Background: an optimization exercise with open tools, aiming at small area, a short achievable clock period and few clock cycles per item. Do not read the settings as production practice.
In this exercise RTL edits were held to simulation tests only and were not proved equivalent to the original.
Power and IR drop assume default switching activity.

**flow/config.mk**
```make
export PLATFORM = sky130hd
export DESIGN_NAME = key_value_table
export DESIGN_NICKNAME = key_value_table
export VERILOG_FILES = /design/flow/design.v
export SDC_FILE = /design/flow/constraint.sdc
export NUM_CORES = 4
export LEC_CHECK = 0
export CAP_MARGIN = 20
export CORE_MARGIN = 2
export CORE_UTILIZATION = 40
export CTS_CLUSTER_DIAMETER = 100
export CTS_CLUSTER_SIZE = 25
export SETUP_SLACK_MARGIN = 2.0
export SLEW_MARGIN = 20
export TNS_END_PERCENT = 5
```
**flow/constraint.sdc**
```tcl
create_clock -name core_clock -period 4.0 [get_ports {i_clk}]
set_input_delay 0.8000 -clock core_clock [delete_from_list [all_inputs] [get_ports {i_clk}]]
set_output_delay 0.8000 -clock core_clock [all_outputs]
set_load 0.01 [all_outputs]
```
**flow/design.v**
```verilog
package kvt_pkg;
    localparam int ENTRIES = 16;
    localparam int KEY_W   = 32;
    localparam int VAL_W   = 32;
    localparam int OP_W    = 2;
    localparam logic [OP_W-1:0] OP_DEFINE = 2'd0;
    localparam logic [OP_W-1:0] OP_LOOKUP = 2'd1;
    localparam logic [OP_W-1:0] OP_DELETE = 2'd2;
    localparam logic [OP_W-1:0] OP_UNUSED = 2'd3;
endpackage
module kvt_cell
(
    input  logic                      i_clk,
    input  logic                      i_rst_n,
    input  logic [kvt_pkg::KEY_W-1:0] i_cmp_key,   
    input  logic [kvt_pkg::KEY_W-1:0] i_key,       
    input  logic [kvt_pkg::VAL_W-1:0] i_value,     
    input  logic                      i_match,     
    input  logic                      i_upd,       
    input  logic                      i_del,       
    input  logic                      i_ins,       
    output logic                      o_valid,
    output logic                      o_match,     
    output logic [kvt_pkg::VAL_W-1:0] o_value
);
    logic                      r_valid;
    logic [kvt_pkg::KEY_W-1:0] r_key;
    logic [kvt_pkg::VAL_W-1:0] r_value;
    assign o_match = r_valid && (r_key == i_cmp_key);
    always_ff @(posedge i_clk) begin
        if (!i_rst_n) begin
            r_valid <= 1'b0;
        end else if (i_ins) begin
            r_valid <= 1'b1;
        end else if (i_del && i_match) begin
            r_valid <= 1'b0;
        end
    end
    always_ff @(posedge i_clk) begin
        if (!r_valid) begin
            r_key <= i_key;
        end
        if (!r_valid || (i_upd && i_match)) begin
            r_value <= i_value;
        end
    end
    assign o_valid = r_valid;
    assign o_value = r_value;
endmodule
module key_value_table
(
    input  logic        i_clk,
    input  logic        i_rst_n,
    input  logic        i_s_axis_tvalid,
    output logic        o_s_axis_tready,
    input  logic [63:0] i_s_axis_tdata,    
    input  logic [1:0]  i_s_axis_tuser,    
    output logic        o_m_axis_tvalid,
    input  logic        i_m_axis_tready,
    output logic [31:0] o_m_axis_tdata,    
    output logic [1:0]  o_m_axis_tuser     
);
    localparam int N = kvt_pkg::ENTRIES;
    logic                      r_req_valid;
    logic [kvt_pkg::OP_W-1:0]  r_op;
    logic [kvt_pkg::KEY_W-1:0] r_key;
    logic [kvt_pkg::VAL_W-1:0] r_value;
    logic [N-1:0]              r_match;
    logic                      r_kill;     
    logic                      r_tready;   
    logic                      w_ready;
    logic                      w_req_valid_nx;
    logic                      w_skid_valid_nx;
    logic                      r_out_valid;
    logic                      r_found;
    logic                      r_full;
    logic [kvt_pkg::VAL_W-1:0] r_value_out;
    logic                      r_skid_valid;
    logic                      r_skid_found;
    logic                      r_skid_full;
    logic [kvt_pkg::VAL_W-1:0] r_skid_value;
    logic                      w_take;
    logic                      w_res_found;
    logic                      w_res_full;
    logic [kvt_pkg::VAL_W-1:0] w_res_value;
    logic                      w_advance;
    logic                      w_exec;
    logic                      w_define;
    logic                      w_delete;
    logic                      w_hit;
    logic                      w_full;
    logic                      w_same_key;
    logic [N-1:0]              w_valid;
    logic [N-1:0]              w_cmp;
    logic [N-1:0]              w_free;
    logic [N-1:0]              w_ins;
    logic [N-1:0]              w_insv;
    logic [kvt_pkg::VAL_W-1:0] w_value [N];
    logic [kvt_pkg::VAL_W-1:0] w_read;
    assign w_advance       = !r_skid_valid;
    assign w_exec          = r_req_valid && w_advance;
    assign w_take          = !r_out_valid || i_m_axis_tready;
    assign w_ready         = !r_req_valid || w_advance;
    assign o_s_axis_tready = r_tready;
    assign w_define = w_exec && (r_op == kvt_pkg::OP_DEFINE);
    assign w_delete = w_exec && (r_op == kvt_pkg::OP_DELETE);
    for (genvar g = 0; g < N; g++) begin : g_cell
        kvt_cell u_cell (
            .i_clk     (i_clk),
            .i_rst_n   (i_rst_n),
            .i_cmp_key (i_s_axis_tdata[31:0]),
            .i_key     (r_key),
            .i_value   (r_value),
            .i_match   (r_match[g]),
            .i_upd     (w_define),
            .i_del     (w_delete),
            .i_ins     (w_ins[g]),
            .o_valid   (w_valid[g]),
            .o_match   (w_cmp[g]),
            .o_value   (w_value[g])
        );
    end
    always_comb begin
        logic seen;
        seen = 1'b0;
        for (int i = 0; i < N; i++) begin
            w_free[i] = !w_valid[i] && !seen;
            seen      = seen || !w_valid[i];
        end
    end
    assign w_hit  = |r_match && !r_kill;
    assign w_full = &w_valid;
    assign w_ins  = (w_define && !w_hit) ? w_free : '0;
    assign w_insv = ((r_op == kvt_pkg::OP_DEFINE) && !w_hit) ? w_free : '0;
    assign w_same_key = r_req_valid && (r_key == i_s_axis_tdata[31:0]);
    always_comb begin
        w_read = '0;
        for (int i = 0; i < N; i++) begin
            w_read = w_read | (r_match[i] ? w_value[i] : '0);
        end
    end
    assign w_res_found = w_hit && (r_op != kvt_pkg::OP_UNUSED);
    assign w_res_full  = (r_op == kvt_pkg::OP_DEFINE) && !w_hit && w_full;
    assign w_res_value = ((r_op == kvt_pkg::OP_LOOKUP) && w_hit) ? w_read : '0;
    assign w_req_valid_nx  = w_ready ? i_s_axis_tvalid : r_req_valid;
    assign w_skid_valid_nx = r_skid_valid ? !w_take : (w_exec && !w_take);
    always_ff @(posedge i_clk) begin
        if (!i_rst_n) begin
            r_req_valid <= 1'b0;
            r_out_valid <= 1'b0;
            r_skid_valid <= 1'b0;
            r_tready     <= 1'b1;
        end else begin
            r_req_valid  <= w_req_valid_nx;
            r_skid_valid <= w_skid_valid_nx;
            r_tready     <= !w_req_valid_nx || !w_skid_valid_nx;
            if (w_take) begin
                r_out_valid <= r_skid_valid || w_exec;
            end
        end
    end
    always_ff @(posedge i_clk) begin
        if (w_ready) begin
            r_op    <= i_s_axis_tuser;
            r_key   <= i_s_axis_tdata[31:0];
            r_value <= i_s_axis_tdata[63:32];
            r_match <= w_cmp | (w_insv & {N{w_same_key}});
            r_kill  <= w_same_key && (r_op == kvt_pkg::OP_DELETE);
        end
        if (w_take) begin
            r_found     <= r_skid_valid ? r_skid_found : w_res_found;
            r_full      <= r_skid_valid ? r_skid_full  : w_res_full;
            r_value_out <= r_skid_valid ? r_skid_value : w_res_value;
        end
        if (!r_skid_valid) begin
            r_skid_found <= w_res_found;
            r_skid_full  <= w_res_full;
            r_skid_value <= w_res_value;
        end
    end
    assign o_m_axis_tvalid = r_out_valid;
    assign o_m_axis_tdata  = r_value_out;
    assign o_m_axis_tuser  = {r_full, r_found};
endmodule
```
**flow/flow/run.sh**
```bash
#!/bin/bash
# The standard layout (standard.sh: the ORFS flow and its standard
# synthesis, unchanged) with one difference: the port buffers that ORFS adds
# before global placement are sky130_fd_sc_hd__buf_2 instead of the default
# delay cell, so every input and output still has its own buffer.
set -euo pipefail
export BUFFER_PORTS_ARGS="-buffer_cell sky130_fd_sc_hd__buf_2"
bash standard.sh > standard_flow.log 2>&1
```
**flow/standard.sh**
```bash
#!/bin/bash
# synth_recipe.tcl (not shown) runs the flow's synth.tcl, then flattens the netlist and writes it again
# the make line also repeats each setting of config.mk as NAME=value (left out here)
make -C /OpenROAD-flow-scripts/flow DESIGN_CONFIG=/design/flow/config.mk WORK_HOME=/design/flow/orfs CLKGATE_MAP_FILE= SYNTH_SCRIPT=/design/flow/synth_recipe.tcl "${@:-finish}"
```
==> results of run 1 <==
[registers in the layout, summed over array words and instances (netlist names), 2 cells and up]
signal / flops
g_cell.u_cell.r_key: 512
g_cell.u_cell.r_valid: 16
g_cell.u_cell.r_value: 512
r_key: 32
r_match: 16
r_op: 2
r_skid_value: 32
r_value: 32
r_value_out: 32
[how the worst max path moves through the flow]
stage                             to  depth (start not counted)
2_1_floorplan   r_match[0]$_DFFE_PN_                          7
3_3_place_gp    r_match[4]$_DFFE_PN_                          7
3_5_place_dp   r_match[14]$_DFFE_PN_                          7
4_1_cts        r_match[14]$_DFFE_PN_                          7
5_1_grt        r_match[14]$_DFFE_PN_                          4
6_report       r_match[14]$_DFFE_PN_                          7
[logic make-up after synthesis]
kind of cell,synth area share [%]
AOI/OAI and AO/OA,5.83
xor gates and xnor gates,10.3
and+or+nand+nor,4.98
buffers and inverters,1.59
DFF,77.3
[cell usage in the layout, fill, tap and decap left out, types with 3 or more instances in the layout]
cell type,n
nor4_1,54
a221oi_1,44
xnor2_2,5
nand2_4,7
a22oi_1,168
buf_6,23
nand3_1,83
o21ai_1,6
buf_12,13
nor4_4,5
nor3_1,20
o31ai_1,34
nor4_2,5
o22ai_1,3
buf_2,105
nor2_1,42
edfxtp_1,1141
nand2_2,4
o32ai_2,6
buf_4,131
xor2_1,207
dfxtp_4,4
o32ai_4,3
nand4_1,116
dfxtp_2,9
o41ai_2,4
or3_4,5
nand2_1,72
o31ai_2,5
xnor2_1,324
clkbuf_1,32
nand2_8,8
clkinv_16,3
a22o_1,44
clkbuf_16,56
dfxtp_1,41
inv_1,23
buf_8,4
[routing by layer]
metal	GRT usage (%)	routed length, µm
met1	32.3	55800
met2	38.0	66600
met3	3.10	11400
met4	7.41	4920
met5	0	12
[repair_timing]
action                                  4_1_cts  5_1_grt
pin swaps                                    25       13
setup buffers                                19       15
endpoints found under the setup margin      695      621
gates cloned                                  4        2
resized for setup                            68       67
hold buffers                                  0        0
[power groups by stage]
stage / sequential, µW / combinational [µW] / clock [µW]
global route: 14700 / 1270 / 7060
finish: 14600 / 1220 / 6570
CTS: 14600 / 1200 / 6660
global placement: 14900 / 1140 / 0
floorplan: 14800 / 631 / 0
detailed placement: 14900 / 1150 / 0
[per-stage QoR]
step / setup slack (ns) / utilization (%)
after floorplan: 1.41 / -
after global placement: 0.620 / 42.8
after detailed placement: 0.621 / 42.8
after CTS: 1.72 / 44.8
after global routing: 1.65 / 45.2
final: 1.67 / 45.2
[layout make-up]
class	instances	area [µm²]	area share, %
multi-input cells	1306	10200	19.9
flip-flops and latches	1195	35400	68.8
repair buffers	280	2180	4.23
inverters	24	90.1	0.175
diodes	1	2.50	0.00487
clock buffers	88	1510	2.94
clock inverters	6	139	0.270
well taps	1512	1890	3.68
==> reports/qor.yml, run 1 <==
cpPeakStageDelay_ns: 0.60
r2r_cells: 4
io_pins: 106
htreeDepth: 2
clock_sinks: 1195
cp_slowest_cell: "nor4_1"
endpoint_kind: "register"
yosysWarnings: 3
synth_most_common_cell: "edfxtp_1"
tritoncts.num_buffers: 55
track_usage_pct: 23.2
dieHeight_um: 342
crit_start: "i_s_axis_tdata[1]"
hp-start: "i_s_axis_tdata[61]"
status: "complete, no violations"
synth_edf_count: 1141
arrival_ns: 2.86
worstPathRequired_ns: 4.52
overflow: 0
path_max_fanout: 17
synth_cells: 2677
crit_type: "in -> reg"
synthTopCellsByArea: "edfxtp_1 (75%), xnor2_1 (6.3%), xor2_1 (4.0%)"
max_freq_mhz: 428
sw_frac_of_total_pct: 22.2
synth_top_cell_by_area: "edfxtp_1"
layout_min_cycle_time_ns: 2.33
cp_cell_sequence: "buf_2 > buf_4 > xnor2_1 > nand4_1 > nor4_1 > nand4_1 > o32ai_4"
start_kind: "input port"
syn_nets: 2747
gp_congestion: 0.868
fin_area_mm2: 0.0514
finalCritPeriodShare_pct: 58.4
cp_common_cell: "nand4_1"
syn2layout_area_growth_pct: 12.5
finalPower_uw: 22400
drive_gt1_share_pct: 14.8
grt_pass1_vias: 25200
leakage_uw: 0.0177
critPathBufInv: 2
skew_ns: 0.0497
rows: 124
timing.rr.end: "r_match[3]$_DFFE_PN_"
p_int_uw: 17400
ant_nets: 0
avgRoutedWirePerCell_um: 31.4
clock_latency_ns: 0.72
fillers: 9798
cts-root-buf: "clkbuf_16"
grt_max_degree: 70
die_area_mm2: 0.117
reg2reg_from: "r_match[6]$_DFFE_PN_"
slew_violations: 0
hp-class: "in -> reg"
hold_slack_ns: 0.253
nNetsFinal: 2932
clk_pin_slew_ns: 0.10
netlist_area_mm2: 0.0457
ctsLongestPathBuffers: 3
drv_cap: 0
ys_seq_area_share_pct: 77.3
tightest_slew_ns: 0.908
ys_ff_latch: 1195
cts_tree: "built"
tns_ns: 0
synthTopCellsByCount: "edfxtp_1 (1141), xnor2_1 (330), xor2_1 (207), a22oi_1 (168), clkbuf_1 (125)"
placed_area_mm2: 0.0487
regToRegSetupSlack_ns: 1.71
dpl.hpwl_um: 76900
synth-async-reset-ratio_pct: 0
firstDrtPassIters: 5
vdd_drop_max_uv: 356
antenna_found_initial: 3
path_delay_family: "simple AND/OR/NAND/NOR gates"
hold_viol: 0
route.detailed.drc: 0
finalSetupViolCount: 0
num_vias: 25900
core_area_mm2: 0.114
grt_pass1_wl_um: 191000
worstHoldEndpoint: "r_value[29]$_DFFE_PN_"
p_per_area_mw_per_mm2: 435
viasPerCell: 5.87
clkPwrFrac_pct: 29.4
synthDistinctLibCells: 42
rsz0062_at_grt: "true"
die_w_um: 342
drt-total-wl_um: 139000
min_path_cells: 1
portBuffers: 105
slew_headroom_pct: 38.9
synth_top_cell_area_share_pct: 74.9
detailedRoute.firstIterationViolations: 3015
p_sw_uw: 4970
start_util_pct: 40.1
p_comb_share_pct: 5.4
placed_cells: 4277
instances_no_fill: 4412
yosys_most_used_dff: "edfxtp_1"
syn_avg_cell_area_um2: 17.1
p_seq_share_pct: 65.2
Testbench counts, summed over its fixed seeds: cycles 9,616, items 9,600.
==> run 2: changes to the inputs <==
--- a/flow/design.v
+++ b/flow/design.v
@@ -19,32 +19,35 @@
     input  logic                      i_upd,       
     input  logic                      i_del,       
     input  logic                      i_ins,       
+    input  logic                      i_dup,       
     output logic                      o_valid,
     output logic                      o_match,     
     output logic [kvt_pkg::VAL_W-1:0] o_value
 );
     logic                      r_valid;
+    logic                      w_valid;
     logic [kvt_pkg::KEY_W-1:0] r_key;
     logic [kvt_pkg::VAL_W-1:0] r_value;
-    assign o_match = r_valid && (r_key == i_cmp_key);
+    assign w_valid = r_valid && !i_dup;
+    assign o_match = w_valid && (r_key == i_cmp_key);
     always_ff @(posedge i_clk) begin
         if (!i_rst_n) begin
             r_valid <= 1'b0;
         end else if (i_ins) begin
             r_valid <= 1'b1;
-        end else if (i_del && i_match) begin
+        end else if (i_dup || (i_del && i_match)) begin
             r_valid <= 1'b0;
         end
     end
     always_ff @(posedge i_clk) begin
-        if (!r_valid) begin
+        if (!w_valid) begin
             r_key <= i_key;
         end
-        if (!r_valid || (i_upd && i_match)) begin
+        if (!w_valid || (i_upd && i_match)) begin
             r_value <= i_value;
         end
     end
-    assign o_valid = r_valid;
+    assign o_valid = w_valid;
     assign o_value = r_value;
 endmodule
 module key_value_table
@@ -94,6 +97,7 @@
     logic [N-1:0]              w_cmp;
     logic [N-1:0]              w_free;
     logic [N-1:0]              w_ins;
+    logic [N-1:0]              r_dup;      
     logic [N-1:0]              w_insv;
     logic [kvt_pkg::VAL_W-1:0] w_value [N];
     logic [kvt_pkg::VAL_W-1:0] w_read;
@@ -115,6 +119,7 @@
             .i_upd     (w_define),
             .i_del     (w_delete),
             .i_ins     (w_ins[g]),
+            .i_dup     (r_dup[g]),
             .o_valid   (w_valid[g]),
             .o_match   (w_cmp[g]),
             .o_value   (w_value[g])
@@ -130,7 +135,14 @@
     end
     assign w_hit  = |r_match && !r_kill;
     assign w_full = &w_valid;
-    assign w_ins  = (w_define && !w_hit) ? w_free : '0;
+    assign w_ins  = w_define ? w_free : '0;
+    always_ff @(posedge i_clk) begin
+        if (!i_rst_n) begin
+            r_dup <= '0;
+        end else begin
+            r_dup <= w_hit ? w_ins : '0;
+        end
+    end
     assign w_insv = ((r_op == kvt_pkg::OP_DEFINE) && !w_hit) ? w_free : '0;
     assign w_same_key = r_req_valid && (r_key == i_s_axis_tdata[31:0]);
     always_comb begin
==> reports/qor.yml, run 2 <==
cts-root-buf: "clkbuf_16"
yosysWarnings: 3
regToRegSetupSlack_ns: 1.80
tightest_slew_ns: 1.04
synthDistinctLibCells: 47
ys_seq_area_share_pct: 77.1
tritoncts.num_buffers: 55
timing.rr.end: "r_match[2]$_DFFE_PN_"
antenna_found_initial: 4
portBuffers: 105
route.detailed.drc: 0
avgRoutedWirePerCell_um: 32.1
clk_pin_slew_ns: 0.11
track_usage_pct: 23.6
start_util_pct: 40.4
fillers: 9855
endpoint_kind: "register"
syn2layout_area_growth_pct: 12.7
placed_cells: 4291
cp_slowest_cell: "or4_1"
core_area_mm2: 0.115
clock_latency_ns: 0.72
multiInputGateArea_mm2: 0.0104
reg2reg_from: "g_cell[2].u_cell.r_key[5]$_DFFE_PP_"
p_seq_share_pct: 65.3
min_path_cells: 1
ys_ff_latch: 1211
viasPerCell: 5.90
dieHeight_um: 344
synth_top_cell_area_share_pct: 74.1
drv_cap: 0
instances_no_fill: 4451
skew_ns: 0.0470
arrival_ns: 2.73
hp-start: "i_s_axis_tdata[35]"
placed_area_mm2: 0.0491
leakage_uw: 0.0182
vdd_drop_max_uv: 341
ctsLongestPathBuffers: 3
rsz0062_at_grt: "true"
synth_cells: 2700
cp_cell_sequence: "xor2_1 > nor4_4 > buf_4 > nand4_1 > or4_1 > o22ai_1"
synthTopCellsByCount: "edfxtp_1 (1141), xor2_1 (315), xnor2_1 (228), a22oi_1 (164), nand4_1 (88)"
synth_most_common_cell: "edfxtp_1"
cpPeakStageDelay_ns: 0.49
rows: 124
r2r_cells: 6
p_per_area_mw_per_mm2: 434
gp_congestion: 0.907
sw_frac_of_total_pct: 22.3
num_vias: 26300
ant_nets: 0
p_int_uw: 17600
syn_avg_cell_area_um2: 17.1
busiest_layer: "met2"
netlist_area_mm2: 0.0463
clkPwrFrac_pct: 29.1
grt_pass1_wl_um: 195000
grt_pass1_vias: 25300
p_sw_uw: 5050
grtUsageMet1_pct: 31.9
max_freq_mhz: 454
slew_violations: 0
status: "complete, no violations"
use_met2_pct: 38.4
fin_area_mm2: 0.0521
finalCritPeriodShare_pct: 55.1
synth_edf_count: 1141
drive_gt1_share_pct: 15.5
drt-total-wl_um: 143000
final_common_cell: "edfxtp_1"
worstPathRequired_ns: 4.53
die_area_mm2: 0.118
synthTopCellsByArea: "edfxtp_1 (74%), xor2_1 (6.0%), xnor2_1 (4.3%)"
synth-async-reset-ratio_pct: 0
yosys_most_used_dff: "edfxtp_1"
hold_viol: 0
crit_type: "reg -> reg"
grt_max_degree: 71
met3_usage_pct: 3.71
layout_min_cycle_time_ns: 2.20
clock_sinks: 1211
slew_headroom_pct: 29.8
nNetsFinal: 2968
overflow: 0
worstHoldEndpoint: "r_value[3]$_DFFE_PN_"
die_w_um: 344
start_kind: "register"
synth_top_cell_by_area: "edfxtp_1"
io_pins: 106
layout_common_cells: "edfxtp_1 (1141), xor2_1 (315), xnor2_1 (224)"
firstDrtPassIters: 5
cts_tree: "built"
finalSetupViolCount: 0
seq_area_mm2: 0.0357
syn_nets: 2770
detailedRoute.firstIterationViolations: 3313
path_max_fanout: 2
tns_ns: 0
htreeDepth: 2
largest_registers: "g_cell.u_cell.r_key (512), g_cell.u_cell.r_value (512)"
hp-class: "in -> reg"
dpl.hpwl_um: 80900
p_comb_share_pct: 5.6
crit_start: "g_cell[2].u_cell.r_key[5]$_DFFE_PP_"
## run 2: changes by cell type in the layout (fill, tap and decap cells not counted), sizes merged, moves of 10 or more
| cell | change |
|---|---|
| nand3 | -15 |
| buf | +16 |
| dfxtp | +16 |
| nor3 | +10 |
| nor4 | +20 |
| nand4 | -28 |
| xor2 | +108 |
| xnor2 | -102 |
| nor2 | +15 |
| inv | -13 |
| a21oi | +13 |
| nand2 | -22 |
## run 2: timing repair
action	4_1_cts	5_1_grt
buffers inserted	38	23
gates cloned	0	1
resized for setup	120	60
endpoints found under the setup margin	744	633
pin swaps	32	10
hold buffers	0	0
## run 2: cell families (layout without fill, tap and decap cells)
kind of cell | count (synthesis) | in the layout | share of synthesized area [%]
compound gates | 345 | 345 | 5.82
buf+inv | 166 | 402 | 1.66
xor+xnor | 543 | 543 | 10.3
other cells | 0 | 3 | 0
flops | 1211 | 1211 | 77.1
simple gates | 435 | 435 | 5.14
## run 2: power groups by stage
| stage | combinational, µW | sequential, µW | clock [µW] |
|---|---|---|---|
| after floorplan | 613 | 15000 | 0 |
| after global placement | 1110 | 15100 | 0 |
| after detailed placement | 1110 | 15100 | 0 |
| after CTS | 1240 | 14800 | 6640 |
| after global routing | 1320 | 14800 | 7050 |
| final | 1270 | 14800 | 6570 |
## run 2: how the worst max path moves through the flow
stage | to | slack (ns) | cells after the start
2_1_floorplan | g_cell[2].u_cell.r_value[0]$_DFFE_PP_ | 1.38 | 3
3_5_place_dp | r_match[15]$_DFFE_PN_ | 0.48 | 7
3_3_place_gp | r_match[15]$_DFFE_PN_ | 0.48 | 7
6_report | r_match[2]$_DFFE_PN_ | 1.80 | 6
4_1_cts | r_value_out[26]$_DFFE_PN_ | 1.64 | 6
5_1_grt | r_key[22]$_DFFE_PN_ | 1.76 | 3
## run 2: final cells by class
type,instances,share of cell area [%]
clock buffer,88,2.88
multi-input combinational,1323,20.0
clock inverter,7,0.199
tap,1512,3.63
antenna,3,0.0144
sequential,1211,68.4
inverter,11,0.0864
timing repair buffer,296,4.75
## run 2: worst max-delay path: cells and delay by family (launching register included)
kind	cells	cell delay [ns]
DFF	1	0.41
buffers and inverters	1	0.18
AOI/OAI and AO/OA	1	0.15
and+or+nand+nor	3	1.09
xor gates and xnor gates	1	0.19
## run 2: stage by stage
step	setup slack [ns]	utilization, %	total power [µW]	hold WS, ns
after floorplan	1.38	-	15600	0.418
after global placement	0.478	42.9	16200	0.433
after detailed placement	0.476	42.9	16200	0.442
after CTS	1.64	45.1	22600	0.225
after global routing	1.76	45.5	23200	0.236
final	1.80	45.5	22600	0.258
## run 2: per-layer routing
metal  share of wire (%)  wire length, µm
met5              0.0084               12
met2                  47            67600
met1                  39            56300
met3                 8.8            12600
met4                 4.3             6170
Testbench counts of run 2, summed over its fixed seeds: cycles 9,616, items 9,600.
==> run 3: changes to the inputs <==
--- a/flow/config.mk
+++ b/flow/config.mk
@@ -12,4 +12,4 @@
 export CTS_CLUSTER_SIZE = 25
 export SETUP_SLACK_MARGIN = 2.0
 export SLEW_MARGIN = 20
-export TNS_END_PERCENT = 5
+export TNS_END_PERCENT = 20
==> reports/qor.yml, run 3 <==
status: "complete, no violations"
dieHeight_um: 344
tritoncts.num_buffers: 54
slew_violations: 0
instances_no_fill: 4469
finalSetupViolCount: 0
layout_common_cells: "edfxtp_1 (1141), xor2_1 (315), xnor2_1 (224)"
grt_pass1_wl_um: 194000
clock_sinks: 1211
finalCritPeriodShare_pct: 57.4
ctsLongestPathBuffers: 3
ys_ff_latch: 1211
grt_max_degree: 70
start_kind: "register"
htreeDepth: 2
cp_num_cells: 7
detailedRoute.firstIterationViolations: 3432
die_area_mm2: 0.118
min_path_cells: 1
io_pins: 106
ys_seq_area_share_pct: 77.1
tightest_slew_ns: 1.19
cp_cell_sequence: "xnor2_2 > nand4_1 > nor4_4 > nand4b_4 > buf_12 > buf_12 > o22ai_1"
largest_registers: "g_cell.u_cell.r_key (512), g_cell.u_cell.r_value (512)"
synth_cells: 2700
max_freq_mhz: 435
yosysWarnings: 3
vdd_drop_max_uv: 363
syn_nets: 2770
synth_edf_count: 1141
cp_common_cell: "buf_12"
ant_nets: 0
viasPerCell: 5.86
firstDrtPassIters: 5
dpl.hpwl_um: 80700
yosys_most_used_dff: "edfxtp_1"
overflow: 0
syn_avg_cell_area_um2: 17.1
pre_cts_ws_ns: 0.792
synthTopCellsByArea: "edfxtp_1 (74%), xor2_1 (6.0%), xnor2_1 (4.3%)"
synth_most_common_cell: "edfxtp_1"
crit_type: "reg -> reg"
synth-async-reset-ratio_pct: 0
hp-class: "in -> reg"
drt-total-wl_um: 142000
arrival_ns: 2.82
layout_min_cycle_time_ns: 2.30
final_common_cell: "edfxtp_1"
synth_top_cell_area_share_pct: 74.1
slew_headroom_pct: 20.7
grt_pass1_vias: 25300
finalPower_uw: 22500
cpPeakStageDelay_ns: 0.44
gp_congestion: 0.887
die_w_um: 344
p_per_area_mw_per_mm2: 427
r2r_cells: 7
drive_gt1_share_pct: 16.8
worstPathRequired_ns: 4.52
skew_ns: 0.0550
hold_viol: 0
fin_area_mm2: 0.0527
cp_slowest_cell: "edfxtp_1"
placed_cells: 4298
synth_top_cell_by_area: "edfxtp_1"
placed_area_mm2: 0.0491
avgRoutedWirePerCell_um: 31.7
synthDistinctLibCells: 47
synthTopCellsByCount: "edfxtp_1 (1141), xor2_1 (315), xnor2_1 (228), a22oi_1 (164), nand4_1 (88)"
layout_setup_ws_ns: 1.70
path_max_fanout: 12
cts_tree: "built"
drv_cap: 0
path_delay_family: "simple AND/OR/NAND/NOR gates"
clock_latency_ns: 0.72
num_vias: 26200
antenna_found_initial: 4
endpoint_kind: "register"
clk_pin_slew_ns: 0.10
critPathBufInv: 2
route.detailed.drc: 0
nNetsFinal: 2989
track_usage_pct: 23.3
leakage_uw: 0.0184
core_area_mm2: 0.115
syn2layout_area_growth_pct: 13.8
portBuffers: 105
tns_ns: 0
hold_buffers: 0
netlist_area_mm2: 0.0463
start_util_pct: 40.4
rsz0062_at_grt: "true"
rows: 124
cts-root-buf: "clkbuf_16"
[run 3: kinds of logic (layout without fill, tap and decap cells)]
logic type                count (synthesis)  after routing  share of synthesized area [%]
xor gates and xnor gates                543            543                           10.3
DFF                                    1211           1211                           77.1
buffers and inverters                   166            421                           1.66
AOI/OAI and AO/OA                       345            345                           5.82
and+or+nand+nor                         435            436                           5.14
other                                     0              1                              0
[run 3: final cells by class]
type,count,area [µm²]
clock inverter,4,78.8
fill,9732,61800
timing repair buffer,317,2760
sequential,1211,35700
antenna,1,2.50
clock buffer,89,1490
multi-input combinational,1324,10700
tap,1512,1890
inverter,11,41.3
[run 3: routing by layer]
metal	GRT usage, %	up-vias	part of all wire, %
li1	-	10800	-
met1	31.7	13700	39
met2	38.5	1463	49
met3	3.09	228	8.5
met4	7.90	0	3.7
met5	0	-	0
[run 3: what timing repair did]
item | 4_1_cts | 5_1_grt
endpoints found under the setup margin | 683 | 524
buffers inserted | 40 | 29
pin swaps | 15 | 47
resized for setup | 117 | 138
cloned | 1 | 7
[run 3: path summary, 6_finish.rpt]
| path | from | endpoint | slack [ns] |
|---|---|---|---|
| worst max-delay path | r_key[0]$_DFFE_PN_ | r_match[9]$_DFFE_PN_ | 1.70 |
| worst min-delay path | i_s_axis_tdata[33] | r_value[1]$_DFFE_PN_ | 0.27 |
| worst max register to register | r_key[0]$_DFFE_PN_ | r_match[9]$_DFFE_PN_ | 1.70 |
| worst min register to register | r_skid_value[27]$_DFF_P_ | r_skid_value[27]$_DFF_P_ | 0.46 |
[run 3: power by group]
group	total (µW)	leakage, µW	internal [µW]	switching, µW
clock network	6490	0.000745	2600	3890
registers	14800	0.0127	14500	305
logic	1240	0.00493	448	789
[run 3: per-stage QoR]
stage          hold WS (ns)  util, %
4_1_cts               0.228     45.1
5_1_grt               0.247     46.0
6_report              0.269     46.0
2_1_floorplan         0.418        -
3_5_place_dp          0.444     42.9
3_3_place_gp          0.432     42.9
==> run 4: changes to the inputs <==
--- a/flow/design.v
+++ b/flow/design.v
@@ -172,6 +172,17 @@
         end
     end
     always_ff @(posedge i_clk) begin
+        if (!i_rst_n) begin
+            r_found     <= 1'b0;
+            r_full      <= 1'b0;
+            r_value_out <= '0;
+        end else if (w_take) begin
+            r_found     <= r_skid_valid ? r_skid_found : w_res_found;
+            r_full      <= r_skid_valid ? r_skid_full  : w_res_full;
+            r_value_out <= r_skid_valid ? r_skid_value : w_res_value;
+        end
+    end
+    always_ff @(posedge i_clk) begin
         if (w_ready) begin
             r_op    <= i_s_axis_tuser;
             r_key   <= i_s_axis_tdata[31:0];
@@ -179,11 +190,6 @@
             r_match <= w_cmp | (w_insv & {N{w_same_key}});
             r_kill  <= w_same_key && (r_op == kvt_pkg::OP_DELETE);
         end
-        if (w_take) begin
-            r_found     <= r_skid_valid ? r_skid_found : w_res_found;
-            r_full      <= r_skid_valid ? r_skid_full  : w_res_full;
-            r_value_out <= r_skid_valid ? r_skid_value : w_res_value;
-        end
         if (!r_skid_valid) begin
             r_skid_found <= w_res_found;
             r_skid_full  <= w_res_full;
--- a/flow/config.mk
+++ b/flow/config.mk
@@ -12,4 +12,4 @@
 export CTS_CLUSTER_SIZE = 25
 export SETUP_SLACK_MARGIN = 2.0
 export SLEW_MARGIN = 20
-export TNS_END_PERCENT = 20
+export TNS_END_PERCENT = 5
==> reports/qor.yml, run 4 <==
hold_slack_ns: 0.289
p_per_area_mw_per_mm2: 435
avgRoutedWirePerCell_um: 32.2
synthTopCellsByCount: "edfxtp_1 (1107), xor2_1 (318), xnor2_1 (225), a22o_1 (162), a221oi_1 (128)"
grt_pass1_vias: 25100
crit_start: "i_s_axis_tdata[18]"
layout_min_cycle_time_ns: 2.22
drive_gt1_share_pct: 15.1
final_common_cell: "edfxtp_1"
finalCritPeriodShare_pct: 55.6
use_met2_pct: 37.4
clock_sinks: 1211
synthTopCellsByArea: "edfxtp_1 (72%), xor2_1 (6.0%), dfxtp_1 (4.5%)"
arrival_ns: 2.74
track_usage_pct: 23.7
grtUsageMet1_pct: 33.6
die_w_um: 345
clock_latency_ns: 0.72
synth_edf_count: 1107
leakage_uw: 0.0179
syn_avg_cell_area_um2: 17.3
synth_cells: 2677
path_max_fanout: 17
htreeDepth: 2
slew_headroom_pct: 32.3
pre_cts_ws_ns: 0.762
status: "complete, no violations"
syn_nets: 2747
start_util_pct: 40.5
grt_pass1_wl_um: 196000
cts_tree: "built"
skew_ns: 0.0620
drv_cap: 0
die_area_mm2: 0.119
endpoint_kind: "register"
slew_violations: 0
dpl.hpwl_um: 82700
rsz0062_at_grt: "true"
synth_most_common_cell: "edfxtp_1"
reg2reg_from: "r_match[0]$_DFFE_PN_"
max_freq_mhz: 450
num_vias: 26100
synthDistinctLibCells: 53
syn2layout_area_growth_pct: 11.9
ys_ff_latch: 1211
busiest_layer: "met2"
viasPerCell: 5.91
synth-async-reset-ratio_pct: 0
gp_congestion: 0.914
hold_viol: 0
synth_top_cell_by_area: "edfxtp_1"
ys_seq_area_share_pct: 76.1
detailedRoute.firstIterationViolations: 3654
tightest_slew_ns: 1.01
yosysWarnings: 3
firstDrtPassIters: 6
cts-root-buf: "clkbuf_16"
tritoncts.num_buffers: 55
nNetsFinal: 2935
start_kind: "input port"
grt_max_degree: 61
antenna_found_initial: 3
yosys_most_used_dff: "edfxtp_1"
ctsLongestPathBuffers: 3
layout_setup_ws_ns: 1.78
io_pins: 106
met3_usage_pct: 3.64
portBuffers: 105
hp-start: "i_s_axis_tdata[38]"
route.detailed.drc: 0
core_area_mm2: 0.115
clk_pin_slew_ns: 0.10
finalSetupViolCount: 0
tns_ns: 0
netlist_area_mm2: 0.0464
drt-total-wl_um: 142000
vdd_drop_max_uv: 449
overflow: 0
ant_nets: 0
largest_registers: "g_cell.u_cell.r_key (512), g_cell.u_cell.r_value (512)"
crit_type: "in -> reg"
rows: 124
hp-class: "in -> reg"
layout_common_cells: "edfxtp_1 (1107), xor2_1 (318), xnor2_1 (222)"
worstPathRequired_ns: 4.51
synth_top_cell_area_share_pct: 71.6
dieHeight_um: 345
## run 4: through the flow
| step | util, % | instances | area [µm²] | power, µW |
|---|---|---|---|---|
| 6_report | 45.3 | 4415 | 51900 | 22600 |
| 5_1_grt | 45.3 | 4414 | 51900 | 23200 |
| 4_1_cts | 45.0 | 4397 | 51600 | 22600 |
| 3_5_place_dp | 42.8 | 4260 | 49100 | 16100 |
| 3_3_place_gp | 42.8 | 4256 | 49000 | 16100 |
| 2_1_floorplan | - | 2677 | 46500 | 15600 |
## run 4: cell families (layout without fill, tap and decap cells)
logic type / count (synthesis) / count (layout) / synth area share (%)
AOI/OAI and AO/OA: 382 / 382 / 6.84
and+or+nand+nor: 371 / 373 / 4.90
DFF: 1211 / 1211 / 76.1
buffers and inverters: 170 / 393 / 1.91
other: 0 / 1 / 0
xor gates and xnor gates: 543 / 543 / 10.2
## run 4: report_power, final
group          switching [µW]  internal [µW]
logic                     800            437
clock network            3900           2730
registers                 300          14400
total                    5000          17600
## run 4: worst max-delay path, stage by stage
cell and delay (ns):
buf_2 0.11, buf_4 0.26, xnor2_1 0.44, nand4_1 0.17, nor4_2 0.59, nand4_1 0.18
o32ai_2 0.17
## run 4: path summary, 6_finish.rpt
check                                      to  slack, ns  depth (start not counted)
setup reg to reg  r_value_out[5]$_SDFFE_PN0N_       1.80                          7
setup / recovery         r_match[4]$_DFFE_PN_       1.78                          7
hold reg to reg      r_skid_value[30]$_DFF_P_       0.47                          2
hold / removal           r_value[6]$_DFFE_PN_       0.29                          1
## run 4: area by class of cell
class	count	area [µm²]
repair buffers	288	2440
clock buffers	89	1530
clock inverters	5	95.1
inverters	11	43.8
diodes	1	2.50
multi-input cells	1298	10600
flip-flops and latches	1211	35300
well taps	1512	1890
fillers	9782	62700
## run 4: what timing repair did
action                                  4_1_cts  5_1_grt
gates resized for setup                      97       47
pin swaps                                     8       20
hold buffers                                  0        0
buffers inserted                             39       14
cloned                                        4        3
endpoints found under the setup margin      726      602
## run 4: routing by layer
metal  routed length [µm]  vias to the layer above  share of wire, %
li1                     -                    10700                 -
met1                58300                    13600                41
met2                65800                     1531                46
met3                13200                      207               9.3
met4                 4840                        2               3.4
met5                   13                        -            0.0091
Testbench counts of run 4, summed over its fixed seeds: cycles 9,616, items 9,600.
==> run 5: changes to the inputs <==
--- a/flow/config.mk
+++ b/flow/config.mk
@@ -10,6 +10,7 @@
 export CORE_UTILIZATION = 40
 export CTS_CLUSTER_DIAMETER = 100
 export CTS_CLUSTER_SIZE = 25
+export PLACE_DENSITY = 0.8
 export SETUP_SLACK_MARGIN = 2.0
 export SLEW_MARGIN = 20
 export TNS_END_PERCENT = 5
==> reports/qor.yml, run 5 <==
p_per_area_mw_per_mm2: 433
tightest_slew_ns: 1.06
path_max_fanout: 6
syn_nets: 2747
layout_setup_ws_ns: 1.74
largest_registers: "g_cell.u_cell.r_key (512), g_cell.u_cell.r_value (512)"
antenna_found_initial: 6
grt_max_degree: 55
gp_congestion: 0.954
clock_sinks: 1211
finalSetupViolCount: 0
syn_avg_cell_area_um2: 17.3
rsz0062_at_grt: "true"
finalCritPeriodShare_pct: 56.4
firstDrtPassIters: 5
clock_latency_ns: 0.69
synth_top_cell_by_area: "edfxtp_1"
final_common_cell: "edfxtp_1"
yosysWarnings: 3
fin_util_pct: 45.5
fin_area_mm2: 0.0521
layout_min_cycle_time_ns: 2.26
hp-class: "in -> reg"
drt-total-wl_um: 136000
tns_ns: 0
drv_cap: 0
synth_edf_count: 1107
synth_top_cell_area_share_pct: 71.6
status: "complete, no violations"
seq_area_mm2: 0.0353
overflow: 0
detailedRoute.firstIterationViolations: 4669
dpl.hpwl_um: 76900
yosys_most_used_dff: "edfxtp_1"
grt_pass1_vias: 25200
drive_gt1_share_pct: 15.5
fillers: 9441
skew_ns: 0.0459
layout_common_cells: "edfxtp_1 (1107), xor2_1 (318), xnor2_1 (223)"
synthTopCellsByCount: "edfxtp_1 (1107), xor2_1 (318), xnor2_1 (225), a22o_1 (162), a221oi_1 (128)"
synth_cells: 2677
placed_area_mm2: 0.0491
avgRoutedWirePerCell_um: 30.6
worstPathRequired_ns: 4.52
start_util_pct: 40.5
portBuffers: 105
vdd_drop_max_uv: 409
hold_buffers: 0
viasPerCell: 6.03
netlist_area_mm2: 0.0464
start_kind: "register"
ctsLongestPathBuffers: 3
arrival_ns: 2.78
endpoint_kind: "register"
htreeDepth: 2
max_freq_mhz: 443
slew_headroom_pct: 28.7
clk_pin_slew_ns: 0.10
die_w_um: 345
hold_slack_ns: 0.282
nNetsFinal: 2950
ys_ff_latch: 1211
synth_most_common_cell: "edfxtp_1"
die_area_mm2: 0.119
synthTopCellsByArea: "edfxtp_1 (72%), xor2_1 (6.0%), dfxtp_1 (4.5%)"
syn2layout_area_growth_pct: 12.4
cts-root-buf: "clkbuf_16"
cts_tree: "built"
route.detailed.drc: 0
core_area_mm2: 0.115
dieHeight_um: 345
ys_seq_area_share_pct: 76.1
synth-async-reset-ratio_pct: 0
synthDistinctLibCells: 53
leakage_uw: 0.0180
ant_nets: 0
grt_pass1_wl_um: 185000
pre_cts_ws_ns: 0.874
multiInputGateArea_mm2: 0.0107
track_usage_pct: 21.8
slew_violations: 0
hold_viol: 0
tritoncts.num_buffers: 56
rows: 124
crit_type: "reg -> reg"
io_pins: 106
num_vias: 26800
[run 5: cell counts after synthesis]
Identical to the previous run, type by type.
[run 5: worst max-delay path, cell delays in order (launching register included)]
cell,delay (ns)
edfxtp_1,0.42
buf_12,0.16
xnor2_4,0.25
nand4_1,0.20
nor4_4,0.37
nand4_4,0.21
buf_6,0.21
buf_16,0.14
o22ai_4,0.13
[run 5: cell type report]
type | count | area share [%]
Tap cell | 1512 | 3.63
Multi-Input combinational cell | 1300 | 20.5
Clock inverter | 6 | 0.182
Sequential cell | 1211 | 67.8
Clock buffer | 98 | 3.03
Antenna cell | 2 | 0.00960
Timing Repair Buffer | 300 | 4.80
Inverter | 11 | 0.0792
[run 5: logic make-up (layout without fill, tap and decap cells)]
| logic type | count (synthesis) | in the layout | synth area share [%] |
|---|---|---|---|
| flip-flops | 1211 | 1211 | 76.1 |
| XOR/XNOR | 543 | 543 | 10.2 |
| AO/OA/AOI/OAI | 382 | 383 | 6.84 |
| AND/OR/NAND/NOR | 371 | 374 | 4.90 |
| buffers and inverters | 170 | 415 | 1.91 |
| other | 0 | 2 | 0 |
[run 5: final timing paths]
path | startpoint | endpoint | slack [ns] | cells after the start
max reg2reg | r_key[9]$_DFFE_PN_ | r_match[14]$_DFFE_PN_ | 1.74 | 8
min reg2reg | r_skid_value[24]$_DFF_P_ | r_skid_value[24]$_DFF_P_ | 0.47 | 2
min | i_s_axis_tuser[1] | r_op[1]$_DFFE_PN_ | 0.28 | 1
max | r_key[9]$_DFFE_PN_ | r_match[14]$_DFFE_PN_ | 1.74 | 8
[run 5: power breakdown]
| group | internal, µW | switching, µW | total [µW] |
|---|---|---|---|
| Clock | 2760 | 3910 | 6660 |
| Sequential | 14400 | 312 | 14700 |
| Combinational | 434 | 784 | 1220 |
| Total | 17600 | 5000 | 22600 |
[run 5: layer usage]
| layer | track usage, % | up-vias | part of all wire, % | wire length, µm |
|---|---|---|---|---|
| met1 | 29.2 | 13500 | 36 | 48600 |
| met2 | 33.4 | 2197 | 46 | 61900 |
| met5 | 0 | - | 0.033 | 45 |
| met3 | 6.28 | 307 | 14 | 19700 |
| met4 | 8.61 | 6 | 4.3 | 5800 |
| li1 | - | 10800 | - | - |
[run 5: what timing repair did]
action,in CTS,in global routing
pin swaps,12,18
cloned,1,8
setup buffers,29,38
endpoints found under the setup margin,682,514
resized for setup,100,65
[run 5: stage by stage]
| step | total power, µW | instances |
|---|---|---|
| after global routing | 23100 | 4438 |
| after floorplan | 15600 | 2677 |
| after detailed placement | 16100 | 4258 |
| after global placement | 16000 | 4258 |
| after CTS | 22500 | 4392 |
| final | 22600 | 4440 |
==> run 6: changes to the inputs <==
--- a/flow/design.v
+++ b/flow/design.v
@@ -172,23 +172,17 @@
         end
     end
     always_ff @(posedge i_clk) begin
-        if (!i_rst_n) begin
-            r_found     <= 1'b0;
-            r_full      <= 1'b0;
-            r_value_out <= '0;
-        end else if (w_take) begin
-            r_found     <= r_skid_valid ? r_skid_found : w_res_found;
-            r_full      <= r_skid_valid ? r_skid_full  : w_res_full;
-            r_value_out <= r_skid_valid ? r_skid_value : w_res_value;
-        end
-    end
-    always_ff @(posedge i_clk) begin
         if (w_ready) begin
             r_op    <= i_s_axis_tuser;
             r_key   <= i_s_axis_tdata[31:0];
             r_value <= i_s_axis_tdata[63:32];
             r_match <= w_cmp | (w_insv & {N{w_same_key}});
             r_kill  <= w_same_key && (r_op == kvt_pkg::OP_DELETE);
+        end
+        if (w_take) begin
+            r_found     <= r_skid_valid ? r_skid_found : w_res_found;
+            r_full      <= r_skid_valid ? r_skid_full  : w_res_full;
+            r_value_out <= r_skid_valid ? r_skid_value : w_res_value;
         end
         if (!r_skid_valid) begin
             r_skid_found <= w_res_found;
--- a/flow/config.mk
+++ b/flow/config.mk
@@ -10,7 +10,6 @@
 export CORE_UTILIZATION = 40
 export CTS_CLUSTER_DIAMETER = 100
 export CTS_CLUSTER_SIZE = 25
-export PLACE_DENSITY = 0.8
-export SETUP_SLACK_MARGIN = 2.0
+export SETUP_SLACK_MARGIN = 2.3
 export SLEW_MARGIN = 20
 export TNS_END_PERCENT = 5
==> reports/qor.yml, run 6 <==
status: "complete, no violations"
final_common_cell: "edfxtp_1"
dpl.hpwl_um: 81800
rsz0062_at_grt: "true"
syn_avg_cell_area_um2: 17.1
synthTopCellsByArea: "edfxtp_1 (74%), xor2_1 (6.0%), xnor2_1 (4.3%)"
netlist_area_mm2: 0.0463
core_area_mm2: 0.115
p_int_uw: 17600
grt_pass1_wl_um: 196000
num_antenna_cells: 0
skew_ns: 0.0466
clock_latency_ns: 0.71
avgRoutedWirePerCell_um: 32.1
largest_registers: "g_cell.u_cell.r_key (512), g_cell.u_cell.r_value (512)"
endpoint_kind: "register"
hold_viol: 0
rows: 124
reg2reg_from: "r_op[0]$_DFFE_PN_"
firstDrtPassIters: 6
leakage_uw: 0.0186
worstHoldEndpoint: "r_value[29]$_DFFE_PN_"
slew_headroom_pct: 34.4
antenna_found_initial: 2
regToRegSetupSlack_ns: 1.79
finalSetupViolCount: 0
synthDistinctLibCells: 47
clkPwrFrac_pct: 29.2
grt_max_degree: 71
io_pins: 106
hp-start: "i_s_axis_tdata[61]"
ctsLongestPathBuffers: 3
grt_pass1_vias: 25400
ys_ff_latch: 1211
syn_nets: 2770
ant_nets: 0
clock_sinks: 1211
viasPerCell: 5.88
die_w_um: 344
track_usage_pct: 23.7
start_util_pct: 40.4
dieHeight_um: 344
crit_type: "in -> reg"
tightest_slew_ns: 0.982
gp_congestion: 0.917
drv_cap: 0
p_comb_share_pct: 5.6
slew_violations: 0
p_per_area_mw_per_mm2: 428
portBuffers: 105
cts_tree: "built"
worstPathRequired_ns: 4.53
cts-root-buf: "clkbuf_16"
tritoncts.num_buffers: 55
synth_top_cell_by_area: "edfxtp_1"
synth_cells: 2700
min_path_cells: 1
yosys_most_used_dff: "edfxtp_1"
arrival_ns: 2.75
sw_frac_of_total_pct: 22.3
hp-class: "in -> reg"
yosysWarnings: 3
vdd_drop_max_uv: 358
fin_util_pct: 46.3
overflow: 0
start_kind: "input port"
hold_buffers: 0
finalCritPeriodShare_pct: 55.6
max_freq_mhz: 449
timing.rr.end: "g_cell[10].u_cell.r_value[28]$_DFFE_PP_"
htreeDepth: 2
path_max_fanout: 10
clk_pin_slew_ns: 0.10
synth-async-reset-ratio_pct: 0
syn2layout_area_growth_pct: 14.6
detailedRoute.firstIterationViolations: 3406
num_vias: 26500
drive_gt1_share_pct: 17.7
route.detailed.drc: 0
layout_min_cycle_time_ns: 2.23
synth_most_common_cell: "edfxtp_1"
ys_seq_area_share_pct: 77.1
synthTopCellsByCount: "edfxtp_1 (1141), xor2_1 (315), xnor2_1 (228), a22oi_1 (164), nand4_1 (88)"
fillers: 9685
drt-total-wl_um: 145000
p_sw_uw: 5050
p_seq_share_pct: 65.2
synth_top_cell_area_share_pct: 74.1
layout_common_cells: "edfxtp_1 (1141), xor2_1 (315), xnor2_1 (217)"
synth_edf_count: 1141
finalPower_uw: 22700
nNetsFinal: 3023
tns_ns: 0
die_area_mm2: 0.118
r2r_cells: 8
run 6: logic make-up after synthesis:
| family | synth area share, % |
|---|---|
| xor gates and xnor gates | 10.3 |
| DFF | 77.1 |
| and+or+nand+nor | 5.14 |
| AOI/OAI and AO/OA | 5.82 |
| buffers and inverters | 1.66 |
run 6: routing by layer:
metal  up-vias  track usage [%]  share of wire, %
li1      10900                -                 -
met1     13800             31.9                39
met2      1545             38.9                48
met3       241             3.38               8.9
met4         0             9.10               4.0
met5         -                0                 0
run 6: timing repair:
action / CTS / global route
cloned: 6 / 8
gates resized for setup: 127 / 130
hold endpoints to repair: 0 / 0
endpoints found under the setup margin: 808 / 868
pin swaps: 19 / 30
buffers inserted: 35 / 50
run 6: critical path, cell delays in order:
cell	delay (ns)
buf_4	0.26
buf_4	0.25
xor2_1	0.09
nor4_1	0.46
nand4_1	0.18
or4_1	0.58
o32ai_4	0.11
run 6: how the worst max path moves through the flow:
stage	from	endpoint	slack (ns)	cells after the start
floorplan	i_s_axis_tdata[24]	r_match[14]$_DFFE_PN_	1.79	7
global placement	i_s_axis_tdata[6]	r_match[6]$_DFFE_PN_	0.71	7
detailed placement	i_s_axis_tdata[8]	r_match[8]$_DFFE_PN_	0.70	8
CTS	r_value_out[11]$_DFFE_PN_	o_m_axis_tdata[11]	1.76	1
global route	r_skid_valid$_SDFF_PN0_	r_key[27]$_DFFE_PN_	1.76	3
finish	i_s_axis_tdata[7]	r_match[11]$_DFFE_PN_	1.77	7
run 6: stage by stage:
step | instance area (µm²) | hold WS [ns] | worst slack (ns) | instances
2_1_floorplan | 46500 | 0.418 | 1.79 | 2700
3_3_place_gp | 49100 | 0.437 | 0.708 | 4308
3_5_place_dp | 49100 | 0.443 | 0.697 | 4308
4_1_cts | 51800 | 0.220 | 1.76 | 4444
5_1_grt | 53000 | 0.236 | 1.76 | 4503
6_report | 53000 | 0.259 | 1.77 | 4503
run 6: power groups by stage:
stage	registers, µW	logic (µW)	clock network [µW]
global placement	15000	1140	0
global route	14800	1320	7090
floorplan	15000	629	0
detailed placement	15100	1140	0
CTS	14800	1230	6710
finish	14800	1270	6620
run 6: area by class of cell:
cell class / instances / area (µm²) / share of cell area (%)
Sequential cell: 1211 / 35700 / 67.3
Multi-Input combinational cell: 1325 / 10700 / 20.1
Timing Repair Buffer: 349 / 3120 / 5.88
Tap cell: 1512 / 1890 / 3.57
Clock buffer: 89 / 1530 / 2.88
Clock inverter: 6 / 98.8 / 0.187
Inverter: 11 / 45.0 / 0.0850
Testbench counts of run 6, summed over its fixed seeds: cycles 9,616, items 9,600.
==> run 7: changes to the inputs <==
--- a/flow/config.mk
+++ b/flow/config.mk
@@ -5,11 +5,12 @@
 export SDC_FILE = /design/flow/constraint.sdc
 export NUM_CORES = 4
 export LEC_CHECK = 0
+export ABC_AREA = 1
 export CAP_MARGIN = 20
 export CORE_MARGIN = 2
 export CORE_UTILIZATION = 40
 export CTS_CLUSTER_DIAMETER = 100
 export CTS_CLUSTER_SIZE = 25
-export SETUP_SLACK_MARGIN = 2.3
+export SETUP_SLACK_MARGIN = 2.0
 export SLEW_MARGIN = 20
 export TNS_END_PERCENT = 5
==> reports/qor.yml, run 7 <==
portBuffers: 105
nNetsFinal: 3837
dieHeight_um: 347
max_freq_mhz: 452
finalPower_uw: 22900
syn2layout_area_growth_pct: 15.1
gp_congestion: 0.970
crit_type: "reg -> out"
route.detailed.drc: 0
die_w_um: 347
start_kind: "register"
skew_ns: 0.0632
dpl.hpwl_um: 97000
path_delay_family: "flip-flops"
slew_violations: 0
rows: 125
timing.rr.end: "r_value_out[24]$_DFFE_PN_"
num_antenna_cells: 0
clock_sinks: 1211
synth_cells: 3481
grt_max_degree: 50
finalCritPeriodShare_pct: 55.3
avgRoutedWirePerCell_um: 29.7
overflow: 0
tightest_slew_ns: 0.935
slew_headroom_pct: 37.5
final_common_cell: "edfxtp_1"
clk_pin_slew_ns: 0.10
syn_nets: 3551
arrival_ns: 1.41
hold_viol: 0
hp-class: "in -> reg"
core_area_mm2: 0.117
detailedRoute.firstIterationViolations: 4607
synthTopCellsByCount: "edfxtp_1 (1141), nand2_1 (869), o21ai_0 (174), nand3_1 (156), nor2_1 (137)"
drt-total-wl_um: 158000
largest_registers: "g_cell.u_cell.r_key (512), g_cell.u_cell.r_value (512)"
min_path_cells: 1
grt_pass1_wl_um: 218000
drive_gt1_share_pct: 17.0
synth_most_common_cell: "edfxtp_1"
rsz0062_at_grt: "true"
yosysWarnings: 3
p_per_area_mw_per_mm2: 422
ctsLongestPathBuffers: 3
fin_area_mm2: 0.0542
path_max_fanout: 1
cpPeakStageDelay_ns: 0.53
cp_slowest_cell: "edfxtp_1"
drv_cap: 0
antenna_found_initial: 10
ys_ff_latch: 1211
worstPathRequired_ns: 3.20
hold_slack_ns: 0.271
synthDistinctLibCells: 38
num_vias: 31100
leakage_uw: 0.0200
cts_tree: "built"
regToRegSetupSlack_ns: 1.83
layout_common_cells: "edfxtp_1 (1141), nand2_1 (825), buf_4 (216)"
cts-root-buf: "clkbuf_16"
synth_top_cell_area_share_pct: 72.7
synth_top_cell_by_area: "edfxtp_1"
yosys_most_used_dff: "edfxtp_1"
reg2reg_from: "r_match[0]$_DFFE_PN_"
syn_avg_cell_area_um2: 13.5
tns_ns: 0
placed_area_mm2: 0.0501
finalSetupViolCount: 0
htreeDepth: 2
endpoint_kind: "output pin"
tritoncts.num_buffers: 56
hp-start: "i_s_axis_tdata[45]"
clock_latency_ns: 0.73
worstHoldEndpoint: "r_value[13]$_DFFE_PN_"
cp_cell_sequence: "buf_2"
netlist_area_mm2: 0.0471
start_util_pct: 40.4
die_area_mm2: 0.121
viasPerCell: 5.83
layout_min_cycle_time_ns: 2.21
status: "complete, no violations"
ant_nets: 0
synth_edf_count: 1141
synth-async-reset-ratio_pct: 0
firstDrtPassIters: 6
synthTopCellsByArea: "edfxtp_1 (73%), nand2_1 (6.9%), dfxtp_1 (3.0%)"
critPathBufInv: 1
ys_seq_area_share_pct: 75.7
track_usage_pct: 25.6
vdd_drop_max_uv: 350
grt_pass1_vias: 28600
r2r_cells: 10
io_pins: 106
run 7: cell types whose count changed in the layout (fill, tap and decap cells not counted), moves of 28 or more:
cell,delta
nand2_1,+771
nand4_1,-33
a22oi_1,-164
xnor2_1,-106
o22ai_1,+80
o31ai_1,-28
nand2_2,+31
nand3_1,+67
xor2_1,-224
inv_1,+65
o21ai_0,+154
nor2_1,+68
run 7: per-stage QoR:
stage / worst slack, ns / util (%) / std cells
after floorplan: 1.78 / - / 3481
after global placement: 0.645 / 43.0 / 5082
after detailed placement: 0.648 / 43.0 / 5082
after CTS: 1.79 / 45.5 / 5245
after global routing: 1.77 / 46.5 / 5329
final: 1.79 / 46.5 / 5329
run 7: power by group:
group	switching (µW)	total [µW]	internal, µW
combinational	915	1370	458
sequential	349	14800	14500
clock	4000	6690	2690
total	5270	22900	17600
run 7: cells by family (layout without fill, tap and decap cells):
group,Yosys count,after routing,share of synthesized area [%]
simple gates,1340,1342,11.9
flops,1211,1211,75.7
compound gates,448,448,6.05
buf+inv,279,601,2.57
xor+xnor,203,203,3.77
run 7: layout make-up:
class	count	area, µm²
clock buffers	90	1530
clock inverters	6	100
fillers	10200	62300
inverters	115	554
multi-input cells	1993	11100
flip-flops and latches	1211	35700
well taps	1524	1910
repair buffers	387	3300
repair inverters	3	31.3
run 7: what timing repair did:
action / 4_1_cts / 5_1_grt
gates resized for setup: 145 / 140
gates cloned: 5 / 4
hold endpoints to repair: 0 / 0
pin swaps: 45 / 33
hold buffers: 0 / 0
endpoints found under the setup margin: 748 / 681
setup buffers: 62 / 80
run 7: worst max-delay path by stage:
| stage | cells past startpoint | slack (ns) | startpoint | endpoint |
|---|---|---|---|---|
| after CTS | 1 | 1.79 | r_found$_DFFE_PN_ | o_m_axis_tuser[0] |
| after global placement | 7 | 0.64 | i_s_axis_tdata[11] | r_match[8]$_DFFE_PN_ |
| after detailed placement | 7 | 0.65 | i_s_axis_tdata[11] | r_match[8]$_DFFE_PN_ |
| after floorplan | 9 | 1.78 | r_dup[1]$_SDFF_PN0_ | r_match[14]$_DFFE_PN_ |
| after global routing | 1 | 1.77 | r_full$_DFFE_PN_ | o_m_axis_tuser[1] |
| final | 1 | 1.79 | r_full$_DFFE_PN_ | o_m_axis_tuser[1] |
run 7: per-layer routing:
metal	routed length, µm	GRT usage (%)	vias up
met3	16500	4.40	371
met1	62500	35.3	15500
met4	9390	13.3	0
met2	70100	38.9	2001
li1	-	-	13200
met5	0	0	-
run 7: worst reg2reg max path: stages (launching register included):
cell and delay (ns):
edfxtp_1 0.57, inv_2 0.14, nand4_1 0.09, nor2_1 0.18, nand2_1 0.13, nand2_2 0.14, nor3_4 0.07, buf_12 0.16
buf_4 0.15, o21ai_0 0.08, o21ai_0 0.12
==> run 8: changes to the inputs <==
==> flow/config.mk (replaced) <==
export PLATFORM = sky130hd
export DESIGN_NAME = key_value_table
export DESIGN_NICKNAME = key_value_table
export VERILOG_FILES = /design/flow/design.v
export SDC_FILE = /design/flow/constraint.sdc
export NUM_CORES = 4
export LEC_CHECK = 0
export CAP_MARGIN = 20
export CORE_MARGIN = 2
export CORE_UTILIZATION = 40
export CTS_CLUSTER_DIAMETER = 80
export CTS_CLUSTER_SIZE = 20
export SETUP_SLACK_MARGIN = 2.0
export SLEW_MARGIN = 20
export TNS_END_PERCENT = 5
==> reports/qor.yml, run 8 <==
fillers: 9747
nNetsFinal: 3000
vdd_drop_max_uv: 460
path_delay_family: "simple AND/OR/NAND/NOR gates"
drive_gt1_share_pct: 16.4
fin_area_mm2: 0.0528
core_area_mm2: 0.115
cts_tree: "built"
final_common_cell: "edfxtp_1"
status: "complete, no violations"
rsz0062_at_grt: "true"
grt_pass1_vias: 25600
placed_area_mm2: 0.0491
synth_edf_count: 1141
overflow: 0
worstPathRequired_ns: 4.48
htreeDepth: 3
dieHeight_um: 344
tightest_slew_ns: 1.08
endpoint_kind: "register"
cpPeakStageDelay_ns: 0.48
tritoncts.num_buffers: 73
die_w_um: 344
clock_latency_ns: 0.68
critPathBufInv: 2
synth_top_cell_area_share_pct: 74.1
ctsLongestPathBuffers: 3
hp-class: "in -> reg"
yosys_most_used_dff: "edfxtp_1"
drt-total-wl_um: 143000
gp_congestion: 0.907
layout_min_cycle_time_ns: 2.24
max_freq_mhz: 446
slew_violations: 0
cp_cell_sequence: "buf_4 > xor2_1 > nor4_4 > buf_4 > nand4_1 > or4_1 > o22ai_1"
arrival_ns: 2.72
hold_slack_ns: 0.316
layout_common_cells: "edfxtp_1 (1141), xor2_1 (314), xnor2_1 (224)"
synthTopCellsByCount: "edfxtp_1 (1141), xor2_1 (315), xnor2_1 (228), a22oi_1 (164), nand4_1 (88)"
largest_registers: "g_cell.u_cell.r_key (512), g_cell.u_cell.r_value (512)"
ys_seq_area_share_pct: 77.1
finalCritPeriodShare_pct: 56.0
start_util_pct: 40.4
crit_type: "in -> reg"
tns_ns: 0
num_vias: 26200
finalSetupViolCount: 0
synth_cells: 2700
syn_avg_cell_area_um2: 17.1
p_per_area_mw_per_mm2: 449
track_usage_pct: 23.7
skew_ns: 0.0459
leakage_uw: 0.0185
io_pins: 106
synthDistinctLibCells: 47
route.detailed.drc: 0
clock_sinks: 1211
viasPerCell: 5.85
portBuffers: 105
avgRoutedWirePerCell_um: 31.9
synth-async-reset-ratio_pct: 0
firstDrtPassIters: 5
cp_common_cell: "buf_4"
grt_max_degree: 71
synthTopCellsByArea: "edfxtp_1 (74%), xor2_1 (6.0%), xnor2_1 (4.3%)"
drv_cap: 0
hold_buffers: 0
slew_headroom_pct: 27.7
num_antenna_cells: 0
ant_nets: 0
yosysWarnings: 3
syn2layout_area_growth_pct: 14.1
layout_setup_ws_ns: 1.76
syn_nets: 2770
synth_top_cell_by_area: "edfxtp_1"
antenna_found_initial: 5
pre_cts_ws_ns: 0.476
dpl.hpwl_um: 80900
cp_slowest_cell: "or4_1"
detailedRoute.firstIterationViolations: 3637
die_area_mm2: 0.118
path_max_fanout: 13
synth_most_common_cell: "edfxtp_1"
hold_viol: 0
rows: 124
start_kind: "input port"
cts-root-buf: "clkbuf_16"
ys_ff_latch: 1211
grt_pass1_wl_um: 196000
netlist_area_mm2: 0.0463
clk_pin_slew_ns: 0.09
run 8: cell types whose count changed after synthesis, sizes merged, moves of 104 or more:
cell / before / now
a22oi: 0 / 164
inv: 114 / 10
nand2: 871 / 69
o21ai: 176 / 1
xnor2: 112 / 228
xor2: 91 / 315
run 8: per-stage QoR:
step                      util [%]  std cells  total power [µW]
after detailed placement      42.9       4291             16200
after floorplan                  -       2700             15600
after global placement        42.9       4289             16200
final                         46.1       4484             23700
after global routing          46.1       4484             24300
after CTS                     45.5       4447             23700
run 8: final timing paths:
check             slack (ns)                  endpoint                                 start  cells past startpoint
hold reg to reg         0.46  r_skid_value[23]$_DFF_P_              r_skid_value[23]$_DFF_P_                      2
setup reg to reg        1.77      r_match[2]$_DFFE_PN_  g_cell[2].u_cell.r_key[16]$_DFFE_PP_                      6
setup / recovery        1.76      r_match[2]$_DFFE_PN_                    i_s_axis_tdata[16]                      7
hold / removal          0.32      r_value[3]$_DFFE_PN_                    i_s_axis_tdata[35]                      1
run 8: worst reg2reg max path, stage by stage (launching register included):
cell and delay (ns):
edfxtp_1 0.40, xor2_1 0.19, nor4_4 0.43, buf_4 0.19
nand4_1 0.20, or4_1 0.48, o22ai_1 0.15
run 8: what timing repair did:
item | 4_1_cts | 5_1_grt
setup buffers | 39 | 33
endpoints found under the hold margin | 0 | 0
cloned | 0 | 4
pin swaps | 16 | 14
setup endpoints to repair | 731 | 620
resized for setup | 119 | 68
run 8: cell families after synthesis:
| group | after synthesis | synth area share (%) |
|---|---|---|
| buffers and inverters | 166 | 1.66 |
| XOR/XNOR | 543 | 10.3 |
| flip-flops | 1211 | 77.1 |
| AO/OA/AOI/OAI | 345 | 5.82 |
| AND/OR/NAND/NOR | 435 | 5.14 |
run 8: cell type report:
cell class	instances	area (µm²)	share of cell area (%)
Sequential cell	1211	35700	67.6
Multi-Input combinational cell	1323	10400	19.7
Timing Repair Buffer	310	2660	5.04
Clock buffer	108	2000	3.79
Tap cell	1512	1890	3.58
Clock inverter	9	114	0.216
Inverter	11	45.0	0.0853
run 8: where the power goes:
part	internal, µW	total (µW)	switching [µW]
Sequential	14500	14800	304
Clock	3540	7650	4110
Combinational	464	1280	816
Total	18500	23700	5230
run 8: metal layers:
metal | GRT usage, % | wire length, µm | up-vias
li1 | - | - | 10800
met1 | 32.1 | 56400 | 13700
met2 | 38.2 | 67700 | 1434
met3 | 4.07 | 12500 | 276
met4 | 9.78 | 6270 | 2
met5 | 0 | 13 | -

[what the ideal ports hide]
How much do the figures lean on ideal ports? The routed layouts below were timed once more, with nothing changed but the port constraints. Step 1: set_driving_cell puts a clkbuf_16 on i_clk and a buf_2 on each other input, an assumption about the parent block. Step 2 times the ports against the registers' clock, not the clock port: input delays grow and output delays shrink by t, the midpoint of the rising clock arrivals with the driver on. a / b / c = no drivers / after step 1 / after step 2; a / b = the first two.
run	t, ns	setup WS [ns]	cell pins on the clock port's net
run 1	0.756	1.666 / 1.707 / 0.951	1
run 2	0.762	1.797 / 1.769 / 1.091	1
run 3	0.762	1.703 / 1.703 / 1.104	1
run 4	0.758	1.778 / 1.797 / 1.072	1
run 5	0.733	1.744 / 1.744 / 1.063	1
run 6	0.753	1.775 / 1.727 / 1.057	1
run 7	0.762	1.787 / 1.714 / 1.051	1
run 8	0.722	1.758 / 1.766 / 1.081	1
After both steps setup and hold are still met in every run listed. For run 7, which loses most, drivers alone change the setup slack by -0.073 ns; drivers and shift together by -0.736 ns.
